What follows belongs to an exercise in optimizing a design on an open flow for small area, a short achievable clock period and few clock cycles per item; a production flow would make more cautious choices.
RTL that was checked went through simulation tests only; none was proved equivalent to the original.
Power figures rest on the tool's default switching activity, not on a simulated workload.

before:
==> flow/design.v (excerpt) <==
module wide_add_pipe #(
  parameter int WIDTH  = 256,
  parameter int LANE_W = 64,
  parameter int EN_W   = 8,
  parameter int CNT_W  = 16
) (
  input  logic             clk,
  input  logic             rst,
  input  logic             in_valid,
  output logic             in_ready,
  input  logic [WIDTH-1:0] op1,
  input  logic [WIDTH-1:0] op2,
  input  logic             sub,
  input  logic [EN_W-1:0]  en1,
  input  logic [EN_W-1:0]  en2,
  output logic             out_valid,
  input  logic             out_ready,
  output logic [WIDTH-1:0] res,
  output logic             carry_out,
  output logic [CNT_W-1:0] drop_cnt
);
==> module wide_add_pipe, before the edit <==
module wide_add_pipe #(
  parameter int WIDTH  = 256,
  parameter int LANE_W = 64,
  parameter int EN_W   = 8,
  parameter int CNT_W  = 16
) (
  input  logic             clk,
  input  logic             rst,
  input  logic             in_valid,
  output logic             in_ready,
  input  logic [WIDTH-1:0] op1,
  input  logic [WIDTH-1:0] op2,
  input  logic             sub,
  input  logic [EN_W-1:0]  en1,
  input  logic [EN_W-1:0]  en2,
  output logic             out_valid,
  input  logic             out_ready,
  output logic [WIDTH-1:0] res,
  output logic             carry_out,
  output logic [CNT_W-1:0] drop_cnt
);
  localparam int BLK_W = 8;
  localparam int NB    = WIDTH / BLK_W;
  localparam int LV    = $clog2(NB);
  logic             advance;
  logic             gate;
  logic             is_sub;
  logic [WIDTH-1:0] b_in;
  assign gate = &(en1 ^ en2);
  assign advance  = !out_valid || out_ready;
  assign in_ready = advance;
  assign is_sub = (sub == wide_add_pkg::SUB);
  assign b_in   = op2 ^ {WIDTH{is_sub}};
  logic [WIDTH-1:0] blk_sum;
  logic [NB-1:0]    blk_g;
  logic [NB-1:0]    blk_p;
  for (genvar j = 0; j < NB; j++) begin : g_blk
    logic [BLK_W-1:0] a;
    logic [BLK_W-1:0] b;
    logic [BLK_W-1:0] s;
    logic             ci;
    logic             g;
    logic             p;
    assign a  = op1[j*BLK_W +: BLK_W];
    assign b  = b_in[j*BLK_W +: BLK_W];
    assign ci = (j == 0) ? is_sub : 1'b0;
    wide_add_lane #(.BLK_W(BLK_W)) u_lane (
      .a    (a),
      .b    (b),
      .cin  (ci),
      .sum  (s),
      .gen  (g),
      .prop (p)
    );
    assign blk_sum[j*BLK_W +: BLK_W] = s;
    assign blk_g[j] = g;
    assign blk_p[j] = (j == 0) ? 1'b0 : p;
  end
  logic [NB-1:0] pg [LV+1];
  logic [NB-1:0] pp [LV+1];
  assign pg[0] = blk_g;
  assign pp[0] = blk_p;
  for (genvar l = 0; l < LV; l++) begin : g_lvl
    for (genvar j = 0; j < NB; j++) begin : g_node
      if (((j >> l) & 1) == 1) begin : g_comb
        localparam int J = ((j >> l) << l) - 1;
        assign pg[l+1][j] = pg[l][j] | (pp[l][j] & pg[l][J]);
        assign pp[l+1][j] = pp[l][j] & pp[l][J];
      end else begin : g_pass
        assign pg[l+1][j] = pg[l][j];
        assign pp[l+1][j] = pp[l][j];
      end
    end
  end
  logic             valid_q;
  logic [WIDTH-1:0] sum_q;
  logic [NB-1:0]    cy_q;     
  always_ff @(posedge clk) begin
    if (rst) begin
      valid_q <= 1'b0;
    end else if (advance) begin
      valid_q <= in_valid && gate;
    end
  end
  always_ff @(posedge clk) begin
    if (advance) begin
      sum_q <= blk_sum;
      cy_q  <= pg[LV];
    end
  end
  logic [WIDTH-1:0] res_w;
  assign res_w[BLK_W-1:0] = sum_q[BLK_W-1:0];
  for (genvar j = 1; j < NB; j++) begin : g_inc
    logic [BLK_W-1:0] s;
    logic [BLK_W-1:0] low_ones;
    assign s = sum_q[j*BLK_W +: BLK_W];
    assign low_ones[0] = 1'b1;
    for (genvar i = 1; i < BLK_W; i++) begin : g_bit
      assign low_ones[i] = &s[i-1:0];
    end
    assign res_w[j*BLK_W +: BLK_W] = s ^ (low_ones & {BLK_W{cy_q[j-1]}});
  end
  assign out_valid = valid_q;
  assign res       = res_w;
  assign carry_out = cy_q[NB-1];
  logic             drop_inc;
  logic [CNT_W-1:0] cnt_ones;
  assign drop_inc    = in_valid && in_ready && !gate && !(&drop_cnt);
  assign cnt_ones[0] = 1'b1;
  for (genvar i = 1; i < CNT_W; i++) begin : g_ones
    assign cnt_ones[i] = &drop_cnt[i-1:0];
  end
  always_ff @(posedge clk) begin
    if (rst) begin
      drop_cnt <= '0;
    end else if (drop_inc) begin
      drop_cnt <= drop_cnt ^ cnt_ones;
    end
  end
endmodule
Settings: LEC_CHECK=0, CAP_MARGIN=20, CORE_MARGIN=2, CORE_UTILIZATION=40, SLEW_MARGIN=20; clock period 4.2 ns.
run.sh (not shown) runs the stock make flow with config.mk's settings and CLKGATE_MAP_FILE= SYNTH_SCRIPT=/design/flow/synth_recipe.tcl, a recipe that flattens the netlist after the stock synthesis.
Changes in after relative to before:
diff --git a/flow/design.v b/flow/design.v
--- a/flow/design.v
+++ b/flow/design.v
@@ -36,13 +36,13 @@
   output logic             out_valid,
   input  logic             out_ready,
   output logic [WIDTH-1:0] res,
   output logic             carry_out,
   output logic [CNT_W-1:0] drop_cnt
 );
-  localparam int BLK_W = 8;
+  localparam int BLK_W = 16;
   localparam int NB    = WIDTH / BLK_W;
   localparam int LV    = $clog2(NB);
   logic             advance;
   logic             gate;
   logic             is_sub;
   logic [WIDTH-1:0] b_in;
[summary]
before finished all stages; the layout is clean.
after: full flow OK, the timing, design-rule and antenna checks passed
after vs before, startpoint of the most critical setup path: sum_q[17]$_DFFE_PN_ vs op2[7]
The power number comes out lower for before vs after.
Side by side, flop and latch count out of synthesis turned out lower in after than in before.
Placement-stage worst setup slack on after is up relative to before.
When after is set beside before, its wire length of the first global-routing pass turns out to be 3.6% larger.
Setup slack in after vs before: up 18 ps
before has a lower post-synthesis instance area than after.
No functional check of the RTL was part of any run of this note.


wide_add_pipe, a different RTL version from the one above (not shown whole).
For scale: about 2500 cells after synthesis, roughly 810 I/O pins, about 26000 um2 of cells after synthesis.
==> module wide_add_pipe, before the edit <==
module wide_add_pipe #(
  parameter int WIDTH  = 256,
  parameter int LANE_W = 64,
  parameter int EN_W   = 8,
  parameter int CNT_W  = 16
) (
  input  logic             clk,
  input  logic             rst,
  input  logic             in_valid,
  output logic             in_ready,
  input  logic [WIDTH-1:0] op1,
  input  logic [WIDTH-1:0] op2,
  input  logic             sub,
  input  logic [EN_W-1:0]  en1,
  input  logic [EN_W-1:0]  en2,
  output logic             out_valid,
  input  logic             out_ready,
  output logic [WIDTH-1:0] res,
  output logic             carry_out,
  output logic [CNT_W-1:0] drop_cnt
);
  localparam int BLK_W = 8;                 
  localparam int SUP_W = 128;                
  localparam int NS    = WIDTH / SUP_W;     
  localparam int M     = SUP_W / BLK_W;     
  localparam int LVM   = $clog2(M);
  logic             advance;
  logic             gate;
  logic             is_sub;
  logic [WIDTH-1:0] b_in;
  assign gate = &(en1 ^ en2);
  assign advance  = !out_valid || out_ready;
  assign in_ready = advance;
  assign is_sub = (sub == wide_add_pkg::SUB);
  assign b_in   = op2 ^ {WIDTH{is_sub}};
  logic valid_q;
  always_ff @(posedge clk) begin
    if (rst) begin
      valid_q <= 1'b0;
    end else if (advance) begin
      valid_q <= in_valid && gate;
    end
  end
  logic [NS-1:0] sg_q;    
  logic [NS-1:0] sp_q;    
  logic [NS:0]   sc;      
  for (genvar s = 0; s < NS; s++) begin : g_sup
    logic [SUP_W-1:0] bsum;
    logic [M-1:0]     bg;
    logic [M-1:0]     bp;
    for (genvar m = 0; m < M; m++) begin : g_blk
      localparam int LO = s * SUP_W + m * BLK_W;
      logic [BLK_W-1:0] a;
      logic [BLK_W-1:0] b;
      logic [BLK_W-1:0] sm;
      logic             ci;
      logic             g;
      logic             p;
      assign a  = op1[LO +: BLK_W];
      assign b  = b_in[LO +: BLK_W];
      assign ci = (LO == 0) ? is_sub : 1'b0;
      wide_add_lane #(.BLK_W(BLK_W)) u_lane (
        .a    (a),
        .b    (b),
        .cin  (ci),
        .sum  (sm),
        .gen  (g),
        .prop (p)
      );
      assign bsum[m*BLK_W +: BLK_W] = sm;
      assign bg[m] = g;
      assign bp[m] = (LO == 0) ? 1'b0 : p;
    end
    logic [M-1:0] pg [LVM+1];
    logic [M-1:0] pp [LVM+1];
    assign pg[0] = bg;
    assign pp[0] = bp;
    for (genvar l = 0; l < LVM; l++) begin : g_lvl
      for (genvar m = 0; m < M; m++) begin : g_node
        if (((m >> l) & 1) == 1) begin : g_comb
          localparam int J = ((m >> l) << l) - 1;
          assign pg[l+1][m] = pg[l][m] | (pp[l][m] & pg[l][J]);
          assign pp[l+1][m] = pp[l][m] & pp[l][J];
        end else begin : g_pass
          assign pg[l+1][m] = pg[l][m];
          assign pp[l+1][m] = pp[l][m];
        end
      end
    end
    logic [SUP_W-1:0] sum_q;
    logic [M-1:1]     cyl_q;    
    logic [M-1:1]     ppl_q;    
    logic             sg_r;
    logic             sp_r;
    always_ff @(posedge clk) begin
      if (advance) begin
        sum_q   <= bsum;
        cyl_q   <= pg[LVM][M-2:0];
        ppl_q   <= pp[LVM][M-2:0];
        sg_r    <= pg[LVM][M-1];
        sp_r    <= pp[LVM][M-1];
      end
    end
    assign sg_q[s] = sg_r;
    assign sp_q[s] = sp_r;
    for (genvar m = 0; m < M; m++) begin : g_inc
      localparam int LO = s * SUP_W + m * BLK_W;
      logic [BLK_W-1:0] sm;
      logic [BLK_W-1:0] low_ones;
      logic             cin;
      assign sm = sum_q[m*BLK_W +: BLK_W];
      if (m == 0) begin : g_first
        assign cin = sc[s];
      end else begin : g_rest
        assign cin = cyl_q[m] | (ppl_q[m] & sc[s]);
      end
      assign low_ones[0] = 1'b1;
      for (genvar i = 1; i < BLK_W; i++) begin : g_bit
        assign low_ones[i] = &sm[i-1:0];
      end
      assign res[LO +: BLK_W] = sm ^ (low_ones & {BLK_W{cin}});
    end
  end
  assign sc[0] = 1'b0;
  for (genvar s = 0; s < NS; s++) begin : g_sc
    assign sc[s+1] = sg_q[s] | (sp_q[s] & sc[s]);
  end
  assign out_valid = valid_q;
  assign carry_out = sc[NS];
  logic             drop_inc;
  logic [CNT_W-1:0] cnt_ones;
  assign drop_inc    = in_valid && in_ready && !gate && !(&drop_cnt);
  assign cnt_ones[0] = 1'b1;
  for (genvar i = 1; i < CNT_W; i++) begin : g_ones
    assign cnt_ones[i] = &drop_cnt[i-1:0];
  end
  always_ff @(posedge clk) begin
    if (rst) begin
      drop_cnt <= '0;
    end else if (drop_inc) begin
      drop_cnt <= drop_cnt ^ cnt_ones;
    end
  end
endmodule
==> flow/config.mk <==
export PLATFORM = sky130hd
export DESIGN_NAME = wide_add_pipe
export DESIGN_NICKNAME = wide_add_pipe
export VERILOG_FILES = /design/flow/design.v
export SDC_FILE = /design/flow/constraint.sdc
export NUM_CORES = 4
export LEC_CHECK = 0
export CAP_MARGIN = 20
export CORE_MARGIN = 2
export CORE_UTILIZATION = 40
export SETUP_SLACK_MARGIN = 0.8
export SLEW_MARGIN = 20
==> flow/constraint.sdc <==
create_clock -name core_clock -period 4.2 [get_ports {clk}]
set_input_delay 0.8400 -clock core_clock [delete_from_list [all_inputs] [get_ports {clk}]]
set_output_delay 0.8400 -clock core_clock [all_outputs]
set_load 0.01 [all_outputs]
standard.sh (not shown) runs the stock make flow with config.mk's settings and CLKGATE_MAP_FILE= SYNTH_SCRIPT=/design/flow/synth_recipe.tcl, a recipe that flattens the netlist after the stock synthesis.
==> flow/flow/run.sh <==
#!/bin/bash
# Layout flow: the standard ORFS flow (standard.sh, including its
# standard synthesis), with plain buffers instead of ORFS's default
# delay-buffer cell for the port buffers that global placement inserts.
# Every input and output port still gets its own buffer.
set -euo pipefail
export BUFFER_PORTS_ARGS="-buffer_cell sky130_fd_sc_hd__buf_1"
bash standard.sh "BUFFER_PORTS_ARGS=$BUFFER_PORTS_ARGS" finish > flow_standard.log 2>&1
Rerun with:
--- a/flow/design.v
+++ b/flow/design.v
@@ -38,13 +38,13 @@
   output logic [WIDTH-1:0] res,
   output logic             carry_out,
   output logic [CNT_W-1:0] drop_cnt
 );
-  localparam int BLK_W = 8;                 
+  localparam int BLK_W = 16;                 
   localparam int SUP_W = 128;                
   localparam int NS    = WIDTH / SUP_W;     
   localparam int M     = SUP_W / BLK_W;     
-  localparam int LVM   = $clog2(M);
+  localparam int LVM   = (M > 16) ? 5 : (M > 8) ? 4 : (M > 4) ? 3 : (M > 2) ? 2 : 1;
   logic             advance;
   logic             gate;
   logic             is_sub;
   logic [WIDTH-1:0] b_in;
=> Worst setup slack got worse by 0.13 ns. Utilization grows by 4.6 points. Routed wire length came out higher by about a fifth. Clock-buffer cell count shrinks by 7. Final cell count is higher by roughly a tenth. Hold slack is worse by 0.011 ns. Cell area went up by roughly a tenth. Total power rises by roughly a tenth.
No functional check of the RTL was part of any run of this note.


beta:
wide_add_pipe, a different RTL version from the one above (not shown whole).
Size in the first run: roughly 330 flip-flops, about 810 I/O pins, roughly 26,000 um2 of cells after synthesis.
==> module wide_add_pipe, before the edit <==
module wide_add_pipe #(
  parameter int WIDTH  = 256,
  parameter int LANE_W = 64,
  parameter int EN_W   = 8,
  parameter int CNT_W  = 16
) (
  input  logic             clk,
  input  logic             rst,
  input  logic             in_valid,
  output logic             in_ready,
  input  logic [WIDTH-1:0] op1,
  input  logic [WIDTH-1:0] op2,
  input  logic             sub,
  input  logic [EN_W-1:0]  en1,
  input  logic [EN_W-1:0]  en2,
  output logic             out_valid,
  input  logic             out_ready,
  output logic [WIDTH-1:0] res,
  output logic             carry_out,
  output logic [CNT_W-1:0] drop_cnt
);
  localparam int BLK_W = 8;                 
  localparam int SUP_W = 64;                
  localparam int NS    = WIDTH / SUP_W;     
  localparam int M     = SUP_W / BLK_W;     
  localparam int LVM   = (M > 16) ? 5 : (M > 8) ? 4 : (M > 4) ? 3 : (M > 2) ? 2 : 1;
  logic             advance;
  logic             gate;
  logic             is_sub;
  logic [WIDTH-1:0] b_in;
  assign gate = &(en1 ^ en2);
  assign advance  = !out_valid || out_ready;
  assign in_ready = advance;
  assign is_sub = (sub == wide_add_pkg::SUB);
  assign b_in   = op2 ^ {WIDTH{is_sub}};
  logic valid_q;
  always_ff @(posedge clk) begin
    if (rst) begin
      valid_q <= 1'b0;
    end else if (advance) begin
      valid_q <= in_valid && gate;
    end
  end
  logic [NS-1:0] sg_q;    
  logic [NS-1:0] sp_q;    
  logic [NS:0]   sc;      
  for (genvar s = 0; s < NS; s++) begin : g_sup
    logic [SUP_W-1:0] bsum;
    logic [M-1:0]     bg;
    logic [M-1:0]     bp;
    for (genvar m = 0; m < M; m++) begin : g_blk
      localparam int LO = s * SUP_W + m * BLK_W;
      logic [BLK_W-1:0] a;
      logic [BLK_W-1:0] b;
      logic [BLK_W-1:0] sm;
      logic             ci;
      logic             g;
      logic             p;
      assign a  = op1[LO +: BLK_W];
      assign b  = b_in[LO +: BLK_W];
      assign ci = (LO == 0) ? is_sub : 1'b0;
      wide_add_lane #(.BLK_W(BLK_W)) u_lane (
        .a    (a),
        .b    (b),
        .cin  (ci),
        .sum  (sm),
        .gen  (g),
        .prop (p)
      );
      assign bsum[m*BLK_W +: BLK_W] = sm;
      assign bg[m] = g;
      assign bp[m] = (LO == 0) ? 1'b0 : p;
    end
    logic [M-1:0] pg [LVM+1];
    logic [M-1:0] pp [LVM+1];
    assign pg[0] = bg;
    assign pp[0] = bp;
    for (genvar l = 0; l < LVM; l++) begin : g_lvl
      for (genvar m = 0; m < M; m++) begin : g_node
        if (((m >> l) & 1) == 1) begin : g_comb
          localparam int J = ((m >> l) << l) - 1;
          assign pg[l+1][m] = pg[l][m] | (pp[l][m] & pg[l][J]);
          assign pp[l+1][m] = pp[l][m] & pp[l][J];
        end else begin : g_pass
          assign pg[l+1][m] = pg[l][m];
          assign pp[l+1][m] = pp[l][m];
        end
      end
    end
    logic [SUP_W-1:0] sum_q;
    logic [M-1:1]     cyl_q;    
    logic [M-1:1]     ppl_q;    
    logic             sg_r;
    logic             sp_r;
    always_ff @(posedge clk) begin
      if (advance) begin
        sum_q   <= bsum;
        cyl_q   <= pg[LVM][M-2:0];
        ppl_q   <= pp[LVM][M-2:0];
        sg_r    <= pg[LVM][M-1];
        sp_r    <= pp[LVM][M-1];
      end
    end
    assign sg_q[s] = sg_r;
    assign sp_q[s] = sp_r;
    for (genvar m = 0; m < M; m++) begin : g_inc
      localparam int LO = s * SUP_W + m * BLK_W;
      logic [BLK_W-1:0] sm;
      logic [BLK_W-1:0] low_ones;
      logic             cin;
      assign sm = sum_q[m*BLK_W +: BLK_W];
      if (m == 0) begin : g_first
        assign cin = sc[s];
      end else begin : g_rest
        assign cin = cyl_q[m] | (ppl_q[m] & sc[s]);
      end
      assign low_ones[0] = 1'b1;
      for (genvar i = 1; i < BLK_W; i++) begin : g_bit
        assign low_ones[i] = &sm[i-1:0];
      end
      assign res[LO +: BLK_W] = sm ^ (low_ones & {BLK_W{cin}});
    end
  end
  assign sc[0] = 1'b0;
  for (genvar s = 0; s < NS; s++) begin : g_sc
    assign sc[s+1] = sg_q[s] | (sp_q[s] & sc[s]);
  end
  assign out_valid = valid_q;
  assign carry_out = sc[NS];
  logic             drop_inc;
  logic [CNT_W-1:0] cnt_ones;
  assign drop_inc    = in_valid && in_ready && !gate && !(&drop_cnt);
  assign cnt_ones[0] = 1'b1;
  for (genvar i = 1; i < CNT_W; i++) begin : g_ones
    assign cnt_ones[i] = &drop_cnt[i-1:0];
  end
  always_ff @(posedge clk) begin
    if (rst) begin
      drop_cnt <= '0;
    end else if (drop_inc) begin
      drop_cnt <= drop_cnt ^ cnt_ones;
    end
  end
endmodule
==> flow/config.mk <==
export PLATFORM = sky130hd
export DESIGN_NAME = wide_add_pipe
export DESIGN_NICKNAME = wide_add_pipe
export VERILOG_FILES = /design/flow/design.v
export SDC_FILE = /design/flow/constraint.sdc
export NUM_CORES = 4
export LEC_CHECK = 0
export CAP_MARGIN = 20
export CORE_MARGIN = 2
export CORE_UTILIZATION = 40
export SETUP_SLACK_MARGIN = 0.8
export SLEW_MARGIN = 20
==> flow/constraint.sdc <==
create_clock -name core_clock -period 4.2 [get_ports {clk}]
set_input_delay 0.8400 -clock core_clock [delete_from_list [all_inputs] [get_ports {clk}]]
set_output_delay 0.8400 -clock core_clock [all_outputs]
set_load 0.01 [all_outputs]
Scripts as last shown in full above: flow/flow/run.sh
beta finished end to end and its layout was clean on timing, DRC and antenna.
Testbench counts of beta, summed over its fixed seeds: cycles 2,403, items 2,400.
### beta -> delta
--- a/flow/design.v
+++ b/flow/design.v
@@ -41,11 +41,11 @@
 );
   localparam int BLK_W = 8;                 
   localparam int SUP_W = 64;                
   localparam int NS    = WIDTH / SUP_W;     
   localparam int M     = SUP_W / BLK_W;     
-  localparam int LVM   = (M > 16) ? 5 : (M > 8) ? 4 : (M > 4) ? 3 : (M > 2) ? 2 : 1;
+  localparam int LVM   = $clog2(M);
   logic             advance;
   logic             gate;
   logic             is_sub;
   logic [WIDTH-1:0] b_in;
   assign gate = &(en1 ^ en2);
Results
- In terms of insertion delay to the later sink of the worst-skew pair, beta and delta differ only marginally.
- From delta to beta, via count did not move at all.
- Re hold slack: no difference whatsoever between beta and delta.
- Comparing delta with beta, the worst path arrival time came out essentially unchanged.
- Changes observed in delta relative to beta: cell count neither gained nor lost much, clock network power consumption now sits at about the same level.
- In terms of clock-pin transition on the worst setup and hold timing paths, beta and delta differ only marginally.
- Diff beta..delta | number of standard-cell rows in the floorplan | unchanged
- Reported for delta and beta, first-iteration DRC count turned out identical to the last digit.
- Total power: beta vs delta identical
- Die area: delta vs beta, no meaningful difference
- For number of maximum-capacitance violations, beta and delta come out practically identical.
- delta -> beta: storage element area delta 0, exact match
Function not checked in delta: the RTL went through the layout flow alone.

[separate check: timing with driven ports]
The results above use ideal ports. As a check the final layouts listed here were re-extracted and re-timed, cells and wires unchanged. Step 1, drivers: a clkbuf_16 drives clk and a buf_2 each remaining input, both assumed. Step 2 times the ports against the registers' clock, not the clock port: input delays grow and output delays shrink by t, the midpoint of the rising clock arrivals with the driver on. Three values: ideal ports, drivers, drivers and shift; two values: the first two.
run | t, ns | setup WS [ns] | slew at the worst register clock pin (ns)
before | 0.606 | 0.123 / 0.136 / -0.470 | 0.06 / 0.06
after | 0.607 | 0.141 / 0.087 / -0.385 | 0.06 / 0.06
the first run of note 2 | 0.603 | 0.768 / 0.785 / 0.182 | 0.06 / 0.06
the second run of note 2 | 0.605 | 0.636 / 0.571 / 0.059 | 0.06 / 0.06
beta | 0.615 | 0.745 / 0.682 / 0.210 | 0.06 / 0.06
delta | 0.615 | 0.745 / 0.682 / 0.210 | 0.06 / 0.06
Met with ideal ports but missed after step 2: setup timing in before and after. For before, which loses most, drivers alone change the setup slack by +0.013 ns; drivers and shift together by -0.593 ns.
